Context: an optimization exercise on an open-source flow, tuned for a short achievable clock period and few clock cycles. The choices shown serve that exercise and are no tape-out recipe.
The RTL was checked by simulation tests, not by an equivalence proof against the original design.
No activity file was given, so power comes from the tool's default toggle rates.

== red ==
Design proc, start of the top module:
module proc (
	input  logic             clk,
	input  logic             rstN,
	input  procPkg::word_t   imemData,
	output procPkg::word_t   imemAddr,
	output logic             commitValid,
	output procPkg::regIdx_t commitReg,
	output procPkg::word_t   commitData,
	output logic             halted,
	output logic             err
);
Size: ~56 I/O pins.
Settings: LEC_CHECK=0, ABC_CLOCK_PERIOD_IN_PS=2500, CAP_MARGIN=20, CORE_MARGIN=2, CORE_UTILIZATION=45, PLACE_DENSITY=0.6, SETUP_SLACK_MARGIN=5, SLEW_MARGIN=20; clock period 8.0 ns.
run.sh (not shown) runs the stock make flow with config.mk's settings and CLKGATE_MAP_FILE= SYNTH_SCRIPT=/design/flow/synth_recipe.tcl, a recipe that flattens the netlist after the stock synthesis.
red completed end to end with timing, DRC and antenna clean.
Testbench counts of red, summed over its fixed seeds: cycles 170,899.
[inputs] blue vs red
# red
export LEC_CHECK = 0
export ABC_CLOCK_PERIOD_IN_PS = 2500
export CAP_MARGIN = 20
export CORE_MARGIN = 2
export CORE_UTILIZATION = 45
export PLACE_DENSITY = 0.6
export SETUP_SLACK_MARGIN = 5
export SLEW_MARGIN = 20
create_clock -name core_clock -period 8.0 [get_ports {clk}]
# blue
export LEC_CHECK = 0
export ABC_CLOCK_PERIOD_IN_PS = 2500
export CAP_MARGIN = 20
export CORE_MARGIN = 2
export CORE_UTILIZATION = 45
export PLACE_DENSITY = 0.8
export SETUP_SLACK_MARGIN = 5
export SLEW_MARGIN = 20
create_clock -name core_clock -period 8.0 [get_ports {clk}]
==> comparison <==
On effective utilization at floorplan, red tracks blue almost exactly.
On delay of the slowest cell on the worst path: between blue and red, it ends up lower for blue.
edfxtp_1 as the cell type of the slowest stage on the worst timing path was reported by red, and a222oi_1 by blue.
blue reports a lower layout-stage area growth over the synthesis result than red does.
Side by side, global-route usage turned out lower in blue than in red.
Compared with red, blue shows a design area that is 1.5% lower.
Going from red to blue, the worst setup slack after layout was found to have gone up by 0.037 ns.
Final weighted congestion in routability-driven placement went up by a few percent going from red to blue.
What green does differently from blue at the input level:
# blue
export LEC_CHECK = 0
export ABC_CLOCK_PERIOD_IN_PS = 2500
export CAP_MARGIN = 20
export CORE_MARGIN = 2
export CORE_UTILIZATION = 45
export PLACE_DENSITY = 0.8
export SETUP_SLACK_MARGIN = 5
export SLEW_MARGIN = 20
create_clock -name core_clock -period 8.0 [get_ports {clk}]
# green
export LEC_CHECK = 0
export ABC_CLOCK_PERIOD_IN_PS = 2500
export CAP_MARGIN = 20
export CORE_MARGIN = 2
export CORE_UTILIZATION = 55
export PLACE_DENSITY = 0.72
export SETUP_SLACK_MARGIN = 5
export SLEW_MARGIN = 20
create_clock -name core_clock -period 8.0 [get_ports {clk}]
Results
- green: PASS, flow complete, no timing, DRC or antenna violations
- register to output port as the startpoint-to-endpoint class of the critical path was reported by green, and register to register by blue.
- In green, the maximum vdd ir drop came out 0.043 mV above the value in blue.
- From blue to green the numbers moved as follows: cell area after placement decreased by about 0.7% relative to the old numbers; worst setup skew after layout went down; total of cells resized after clock tree synthesis went down by about 7%.
- green gives less row count than blue did.
- Between blue and green, the flow reports final cell area excluding filler cells increasing slightly.
- For green, the start point of the critical path was commitData[5]$_DFF_P_, unlike blue, where it was commitData[4]$_DFF_P_.
- Looking at via count, green sits 2,436 below blue.
- Compared with blue, green shows a higher clock buffer count from CTS.
### green -> orange
# green
export LEC_CHECK = 0
export ABC_CLOCK_PERIOD_IN_PS = 2500
export CAP_MARGIN = 20
export CORE_MARGIN = 2
export CORE_UTILIZATION = 55
export PLACE_DENSITY = 0.72
export SETUP_SLACK_MARGIN = 5
export SLEW_MARGIN = 20
create_clock -name core_clock -period 8.0 [get_ports {clk}]
# orange
export LEC_CHECK = 0
export ABC_CLOCK_PERIOD_IN_PS = 2500
export CAP_MARGIN = 20
export CORE_MARGIN = 2
export CORE_UTILIZATION = 45
export PLACE_DENSITY = 0.6
export SETUP_SLACK_MARGIN = 5
export SLEW_MARGIN = 20
create_clock -name core_clock -period 8.0 [get_ports {clk}]
==> flow/flow/run.sh (new file) <==
#!/bin/bash
# The standard layout (the standard.sh, standard synthesis unchanged), with two
# placement/sizing options changed:
# - ports are buffered with buf_4 instead of the cell buffer_ports picks by itself;
# - timing repair may resize a cell to one with another footprint.
# Each run's full output goes to a log in this folder; ORFS keeps its step logs
# under orfs/logs.
set -euo pipefail
bash standard.sh \
  "MATCH_CELL_FOOTPRINT=0" \
  "BUFFER_PORTS_ARGS=-buffer_cell sky130_fd_sc_hd__buf_4" \
  finish > orfs_make.log 2>&1
==> flow/standard.sh (new file) <==
#!/bin/bash
# synth_recipe.tcl (not shown) runs the flow's synth.tcl, then flattens the netlist and writes it again
# the make line also repeats each setting of config.mk as NAME=value (left out here)
make -C /OpenROAD-flow-scripts/flow DESIGN_CONFIG=/design/flow/config.mk WORK_HOME=/design/flow/orfs CLKGATE_MAP_FILE= SYNTH_SCRIPT=/design/flow/synth_recipe.tcl "${@:-finish}"
removed: flow/run.sh
### Flow results
In orange, the routed wire length came out about 6% above the value in green. Delta (orange minus green): design internal power went up about 1.1%; portion of the post-synthesis area used by sequential elements held. Cell leakage power (orange vs. green) increases slightly. Going from green to orange, number of nets in the layout grows by 154. Compared with green, in orange measured slew at the worst slew-check pin went down 0.13 ns, least setup slack across all paths after layout fell by 0.015 ns, first-pass GRT wire length up about 5.4%.

re-timing with driven ports:
In the flow no input, the clock included, has a driving cell. The finished layouts below were timed again as built, in two steps.
Step 1, drivers: a clkbuf_16 drives clk and a buf_2 each remaining input, both assumed.
Step 2 also shifts input and output timing later by t, the mid clock arrival at the registers, as if the neighbouring blocks saw the same clock.
Slacks: ideal / step 1 / step 2; pairs: ideal / step 1.
run | t, ns | setup WS [ns] | worst hold slack (ns) | worst setup path after step 2
red | 1.103 | 4.716 / 4.683 / 3.936 | 0.441 / 0.441 / 0.441 | input to register
blue | 1.030 | 4.753 / 4.735 / 4.005 | 0.434 / 0.434 / 0.434 | input to register
green | 1.099 | 4.801 / 4.691 / 3.772 | 0.448 / 0.448 / 0.448 | input to register
orange | 1.101 | 4.787 / 4.677 / 3.962 | 0.443 / 0.443 / 0.443 | input to register
After both steps every run listed still meets setup and hold. The setup slack of green, which loses most, moves by -0.110 ns with the drivers and by -1.029 ns with both steps.
